This design comes from an exercise in tuning for small area, a short achievable clock period and few clock cycles per item on the open sky130 flow, not from production work.
Only simulation tests tie the RTL to the original design; equivalence was not proved.

==> 09-17 <==
## rational_fraction_alu_core
module rational_fraction_alu_core (
  input  logic               clk,
  input  logic               rst_n,
  input  logic               in_valid,
  output logic               in_ready,
  input  logic [2:0]         in_kind,
  input  logic signed [31:0] in_a_num,
  input  logic signed [31:0] in_a_den,
  input  logic signed [31:0] in_b_num,
  input  logic signed [31:0] in_b_den,
  output logic               out_valid,
  input  logic               out_ready,
  output logic signed [31:0] out_res_num,
  output logic [30:0]        out_res_den,
  output logic [1:0]         out_order,
  output logic [1:0]         out_status,
  output logic               out_last
);
Settings: LEC_CHECK=0, CAP_MARGIN=30, CORE_MARGIN=2, CORE_UTILIZATION=60, SETUP_SLACK_MARGIN=5, SLEW_MARGIN=30; clock period 11.0 ns.
run.sh (not shown) runs the stock make flow with config.mk's settings and CLKGATE_MAP_FILE= SYNTH_SCRIPT=/design/flow/synth_recipe.tcl, a recipe that flattens the netlist after the stock synthesis.
==> 08-27 (differences from 09-17) <==
--- a/flow/design.v
+++ b/flow/design.v
@@ -72,15 +72,15 @@
   logic [1:0]  gs_r;
   logic [63:0] a_r, b_r;
   logic [30:0] A1_r, B1_r, A2_r, B2_r;
   logic        gneg_r, glast_r, hovf_r;
   logic [1:0]  gst_r, gord_r;
   logic [64:0] dab, ub;
   logic        eq, gt, ae, be, odd, c_both, c_a, c_b;
-  logic [1:0]  tza, tzb, tzd, shmin;
+  logic [1:0]  tza, tzb, tzd;
   logic [63:0] px, pg, pp;
   always_comb begin
     px = a_r ^ ~b_r;
     pg = a_r & ~b_r;
     pp = px;
     for (int l = 0; l < 6; l++)
       for (int i = 63; i >= 0; i--)
@@ -104,35 +104,34 @@
   assign odd  = !ae && !be;
   assign c_both = ae && be;
   assign c_a  = ae && !be;
   assign c_b  = !ae && be;
   assign tza  = tz_f(a_r[3:0]);
   assign tzb  = tz_f(b_r[3:0]);
   assign tzd  = tz_f(dab[3:0]);
-  assign shmin = (tza < tzb) ? tza : tzb;
+  logic        sel_b;               
+  logic [1:0]  sh;
+  logic [63:0] a_src, a_next, b_next;
+  assign sel_b  = c_b || (odd && !gt);
+  assign sh     = c_both ? 2'd0 : c_a ? tza : c_b ? tzb : tzd;
+  assign a_src  = odd ? (sel_b ? ub[63:0] : dab[63:0]) : (sel_b ? b_r : a_r);
+  assign a_next = shr_f(a_src, sh);
+  assign b_next = c_both ? {1'b0, b_r[63:1]} : sel_b ? a_r : b_r;
   logic        hold;
   logic [31:0] sumA, sum2;
-  logic [1:0]  shA, shB;
-  logic        upd_a;
+  logic [30:0] col1, col2;
   assign hold  = gs_r == G_HOLD;
-  assign sumA  = {1'b0, A1_r} + {1'b0, hold ? 31'd0 : B1_r};
-  assign sum2  = {1'b0, A2_r} + {1'b0, hold ? 31'd0 : B2_r};
-  assign shA   = c_a ? tza : tzd;
-  assign shB   = c_b ? tzb : tzd;
-  assign upd_a = c_a || (odd && gt);    
+  assign sumA  = {1'b0, hold ? 31'd0 : A1_r} + {1'b0, B1_r};
+  assign sum2  = {1'b0, hold ? 31'd0 : A2_r} + {1'b0, B2_r};
+  assign col1  = sel_b ? B1_r : A1_r;    
+  assign col2  = sel_b ? B2_r : A2_r;
   logic ovf_step, ovf_end, done;
-  assign ovf_end = sumA[31] || sum2[31];
-  assign done    = odd && eq;
-  always_comb begin
-    if (c_both) ovf_step = 1'b0;
-    else if (upd_a)
-      ovf_step = shl_ovf_f(A1_r, shA) || shl_ovf_f(A2_r, shA) || (odd && ovf_end);
-    else
-      ovf_step = shl_ovf_f(B1_r, shB) || shl_ovf_f(B2_r, shB) || (odd && ovf_end);
-  end
+  assign ovf_end  = sumA[31] || sum2[31];
+  assign done     = odd && eq;
+  assign ovf_step = !c_both && (shl_ovf_f(col1, sh) || shl_ovf_f(col2, sh) || (odd && ovf_end));
   logic rzero, rovf, wr;
   always_comb begin
     rv    = 1'b0;
     rzero = 1'b1;    
     rovf  = 1'b0;
     case (gs_r)
       G_START: rv = 1'b1;
@@ -166,53 +165,42 @@
   always_comb begin
     gs_n = gs_r;
     if (start) gs_n = direct ? G_START : G_GCD;
     else if (wr) gs_n = G_IDLE;
     else if (rv && gs_r == G_GCD) gs_n = G_HOLD;
     if (!rst_n) gs_n = G_IDLE;
   end
-  logic [63:0] a_src, b_src;
-  logic [1:0]  a_sh, b_sh;
-  assign a_src = odd ? dab[63:0] : a_r;
-  assign b_src = odd ? ub[63:0] : b_r;
-  assign a_sh  = c_both ? shmin : shA;
-  assign b_sh  = c_both ? shmin : shB;
   always_ff @(posedge clk) begin
     gs_r <= gs_n;
     if (gs_r == G_GCD) hovf_r <= !done || ovf_end;
     if (start) begin
       glast_r <= last;
       gst_r   <= st;
       gord_r  <= ord;
       gneg_r  <= neg;
-      a_r     <= a_in;
-      b_r     <= b_in;
-      A1_r    <= 31'd1;
-      B1_r    <= 31'd0;
-      A2_r    <= 31'd0;
-      B2_r    <= 31'd1;
-    end else if (gs_r == G_GCD) begin
-      if (c_both || upd_a) a_r <= shr_f(a_src, a_sh);
-      if (!upd_a)          b_r <= shr_f(b_src, b_sh);
-      if (!c_both) begin
-        if (upd_a) begin
-          A1_r <= shl_f(A1_r, shA);
-          A2_r <= shl_f(A2_r, shA);
-          if (odd) begin
-            B1_r <= sumA[30:0];
-            B2_r <= sum2[30:0];
-          end
-        end else begin
-          B1_r <= shl_f(B1_r, shB);
-          B2_r <= shl_f(B2_r, shB);
-          if (odd) begin
-            A1_r <= sumA[30:0];
-            A2_r <= sum2[30:0];
-          end
-        end
+    end
+    a_r <= start ? a_in : a_next;
+    b_r <= start ? b_in : b_next;
+    if (start) begin
+      A1_r <= 31'd1;
+      A2_r <= 31'd0;
+    end else if (!c_both) begin
+      A1_r <= shl_f(col1, sh);
+      A2_r <= shl_f(col2, sh);
+    end
+    if (start) begin
+      B1_r <= 31'd0;
+      B2_r <= 31'd1;
+    end else if (gs_r == G_GCD && !c_both) begin
+      if (odd) begin
+        B1_r <= sumA[30:0];
+        B2_r <= sum2[30:0];
+      end else if (c_b) begin
+        B1_r <= A1_r;
+        B2_r <= A2_r;
       end
     end
   end
 endmodule
 import rfa_pkg::*;
 module rational_fraction_alu_core (
   input  logic               clk,
@@ -619,16 +607,17 @@
     msa_r    <= msa_n;
     msb_r    <= msb_n;
     mzd_r    <= mzd_n;
     mswx_r   <= mswx_n;
     mswy_r   <= mswy_n;
     mswd_r   <= mswd_n;
     hv_r     <= hv_n;
-    in_ready_r <= (ms_n == M_FIN && mk_n != KIND_RED) || (ms_n == M_ERR) || (ms_n == M_SKIP)
-               || (ms_n == M_RA && mhalf_n);
+    in_ready_r <= (ms_n == M_XY && mph_n && mcnt_n == 2'd0)
+               || (ms_n == M_X && (mfirst_n ? f_idx == 2'd0 : mcnt_n == 2'd0))
+               || (ms_n == M_ERR) || (ms_n == M_SKIP) || (ms_n == M_RA && mhalf_n);
     if (hset) begin
       hst_r   <= (ms_r == M_ERR) ? mst_r : (mk_r == KIND_RED && mzd_r) ? ST_ZDEN : ST_OK;
       hcmp_r  <= (ms_r != M_ERR) && (mk_r == KIND_CMP);
       hlast_r <= !(mk_r == KIND_RED && !mhalf_r);
       hsub_r  <= msub_r && (mk_r == KIND_ADD || mk_r == KIND_SUB || mk_r == KIND_CMP);
       hsa_r   <= msa_r;
       hsy_r   <= msb_r ^ (mk_r == KIND_SUB);
==> comparison table <==
	09-17	08-27
Measured slew at the worst slew-check pin	1050 ps	1040 ps
FF-to-FF End	M1_r[17]	M1_r[58]
Crit. path cell count	22	29
Depth of the worst register-to-register path	22	29
Fin cells	11,696	11,037
Clock-cell share	3.55%	3.86%
FF+latch count	806	804
Highest clock rate	164 MHz	148 MHz
Gp weighted congestion	1.00	0.991
Outcome	finished clean	finished clean
Grt met1 use	54.5%	51.2%
Post-synthesis average cell area	8.05 um2	7.88 um2
Testbench counts of 09-17, summed over its fixed seeds: cycles 14,808, items 1,280.
Testbench counts of 08-27, summed over its fixed seeds: cycles 14,931, items 1,280.

[what the ideal ports hide]
The results above use ideal ports. As a check the final layouts listed here were re-extracted and re-timed, cells and wires unchanged.
Step 1 sets driving cells, clkbuf_16 on the clock port and buf_2 on the other inputs (assumed; they add their load-dependent delay and slew).
Step 2 times the ports against the registers' clock, not the clock port: input delays grow and output delays shrink by t, the midpoint of the rising clock arrivals with the driver on.
Slacks: no drivers / after step 1 / after step 2; pairs: no drivers / after step 1.
run	shift t [ns]	slack for setup (ns)	worst setup path after step 2
09-17	0.804	4.892 / 4.892 / 4.209	input to register
08-27	0.790	4.227 / 4.227 / 4.227	register to register
After both steps setup and hold are still met in every run listed. The setup slack of 09-17, which loses most, moves by 0.000 ns with the drivers and by -0.683 ns with both steps.
